Context: an optimization exercise on an open-source flow, tuned for small area. The choices shown serve that exercise and are no tape-out recipe. The flow treats the clock pin as an ideal source, which a real chip does not have. Power figures rest on the tool's default switching activity, not on a simulated workload.

Setup of run 1:
// space_game_top
module space_game_top (
    input  logic        clk25M,
    input  logic        reset,
    input  logic        frame_tick,
    input  logic        march_en,
    input  logic [3:0]  speed,
    input  logic        btn_left,
    input  logic        btn_right,
    input  logic        btn_fire,
    input  logic [11:0] whpos,
    input  logic [11:0] wvpos,
    input  logic [18:0] write_addr_in,
    input  logic        write_en,
    output logic [18:0] write_addr_out,
    output logic        write_en_out,
    output logic [11:0] vdin,
    output logic        update_busy
);
Settings: LEC_CHECK=0, CAP_MARGIN=20, CORE_MARGIN=2, CORE_UTILIZATION=65, PLACE_DENSITY=0.8, SLEW_MARGIN=20; clock period 6.0 ns.
standard.sh (not shown) runs the stock make flow with config.mk's settings and CLKGATE_MAP_FILE= SYNTH_SCRIPT=/design/flow/synth_recipe.tcl, a recipe that flattens the netlist after the stock synthesis.
==> flow/flow/run.sh <==
#!/bin/bash
# Standard ORFS layout (standard synthesis unchanged) with small port buffers
# and a light clock tree: clkbuf_4 leaves under a clkbuf_8 root; leaves whose
# estimated output slew is high are then swapped for clkbuf_8 before routing.
set -euo pipefail
export BUFFER_PORTS_ARGS="-buffer_cell sky130_fd_sc_hd__buf_1"
export GPL_KEEP_OVERFLOW=0
export CTS_ARGS="-sink_clustering_enable -repair_clock_nets -dont_use_dummy_load -buf_list sky130_fd_sc_hd__clkbuf_4 -root_buf sky130_fd_sc_hd__clkbuf_8"
bash standard.sh cts > standard_cts.log 2>&1
export RES=orfs/results/${FLOW_PLATFORM}/space_game_top/base
export PLAT=${FLOW_HOME}/platforms/${FLOW_PLATFORM}
export FIX_SLEW_PS=90
openroad -no_init -exit flow/fix_cts.tcl > fix_cts.log 2>&1
bash standard.sh finish > standard_finish.log 2>&1
==> flow/flow/fix_cts.tcl <==
# Swap clkbuf_4 clock buffers whose output slew (placement estimate) is over
# FIX_SLEW_PS for clkbuf_8, legalize, and put the result back as the CTS result.
read_liberty $::env(PLAT)/lib/sky130_fd_sc_hd__tt_025C_1v80.lib
read_db $::env(RES)/4_cts.odb
read_sdc $::env(RES)/4_cts.sdc
source $::env(PLAT)/setRC.tcl
set_propagated_clock [all_clocks]
estimate_parasitics -placement
set lim $::env(FIX_SLEW_PS)
set big [[ord::get_db] findMaster sky130_fd_sc_hd__clkbuf_8]
set n 0
foreach inst [[ord::get_db_block] getInsts] {
  if {[[$inst getMaster] getName] == "sky130_fd_sc_hd__clkbuf_4"} {
    set pin [get_pins [$inst getName]/X]
    set s 0
    foreach e {rise fall} {
      set v [sta::time_ui_sta [get_property $pin slew_max_$e]]
      if {$v > $s} { set s $v }
    }
    if {$s * 1e12 > $lim} {
      $inst swapMaster $big
      incr n
      puts "upsized [$inst getName] (slew [format %.1f [expr {$s * 1e12}]] ps)"
    }
  }
}
puts "upsized $n clock buffers"
detailed_placement
check_placement
write_db $::env(RES)/4_1_cts.odb
after 1100
write_db $::env(RES)/4_cts.odb
Input-level comparison between run 2 and run 1:
- swapping 0.8 for 0.7 in PLACE_DENSITY
- swapping 65 for 55 in CORE_UTILIZATION
-- flow/flow/run.sh --
<<< run 1, line 6
export BUFFER_PORTS_ARGS="-buffer_cell sky130_fd_sc_hd__buf_1"
export GPL_KEEP_OVERFLOW=0
export CTS_ARGS="-sink_clustering_enable -repair_clock_nets -dont_use_dummy_load -buf_list sky130_fd_sc_hd__clkbuf_4 -root_buf sky130_fd_sc_hd__clkbuf_8"
>>> run 2, line 6
export BUFFER_PORTS_ARGS="-buffer_cell sky130_fd_sc_hd__buf_1"
export CTS_ARGS="-sink_clustering_enable -repair_clock_nets -dont_use_dummy_load -buf_list sky130_fd_sc_hd__clkbuf_4 -root_buf sky130_fd_sc_hd__clkbuf_8"
## What came out
- The power spent charging and discharging nets reported for run 2 is smaller than that of run 1 by 1.9%.
- Run 2 gives more worst path required time than run 1 did.
- Run 2 vs run 1, net count of the finished layout went up by 16.
- Final critical path time including I/O delays and setup, run 2 and run 1, higher one = run 1.
- Maximum net fanout on the critical path, run 2 and run 1, higher one = run 1.
- In the metrics for run 2 and run 1, the one carrying the lower starting density of the core is run 2.
- Across both runs, combinational cell fraction of total power was higher for run 2 than for run 1.
- Run 1 -> run 2: flip-flop and latch count after synthesis delta 0, exact match
- When run 2 is set beside run 1, its post-placement cell count turns out to be 40 larger.
- Against run 1, run 2 reports a tightest slew margin relative to the limit that is higher.
- Lower period utilization was reported by run 2, not run 1.
### run 2 -> run 3
- changing PLACE_DENSITY from 0.7 to 0.85
- changing CORE_UTILIZATION from 55 to 75
Results
Looking at run 2 and run 3, the total power is a wash.
Sum of met3 wire segment lengths after detailed routing (run 3 / run 2): 1.15
Compared run 3 against run 2; fraction of area in non-clock buffers within noise.
Sort run 2 and run 3 by core area asc -> top: run 3
Total length of routed wires sits higher in run 3 than in run 2.
Run 3 against run 2; post-route cell area is down slightly.
Run 3 vs run 2 — critical path data arrival time dropped 0.02 ns.
Lower headroom to the max-slew limit goes to run 3 over run 2.
Function was not checked in any run of this note: the RTL went through the layout flow alone.

==> static timing again, ports no longer ideal <==
In the flow no input, the clock included, has a driving cell. The finished layouts below were timed again as built, in two steps.
Step 1 assumes that a clkbuf_16 drives the clock port and a buf_2 every other input.
Step 2 times the ports against the registers' clock, not the clock port: input delays grow and output delays shrink by t, the midpoint of the rising clock arrivals with the driver on.
a / b / c = ideal / step 1 / step 2; a / b = the first two.
run	t (ns)	slack for setup (ns)	worst hold slack (ns)	latest minus earliest clock arrival (ns)	worst data-port slew with drivers (ns)
run 1	0.441	0.077 / 0.088 / -0.353	0.366 / 0.366 / 0.366	0.027 / 0.026	0.04
run 2	0.446	0.166 / 0.178 / -0.268	0.343 / 0.343 / 0.343	0.030 / 0.030	0.05
run 3	0.433	0.183 / 0.194 / -0.239	0.356 / 0.356 / 0.356	0.030 / 0.031	0.05
Met with ideal ports but missed after step 2: setup timing in every run listed. For run 2, which loses most, drivers alone change the setup slack by +0.012 ns; drivers and shift together by -0.434 ns.
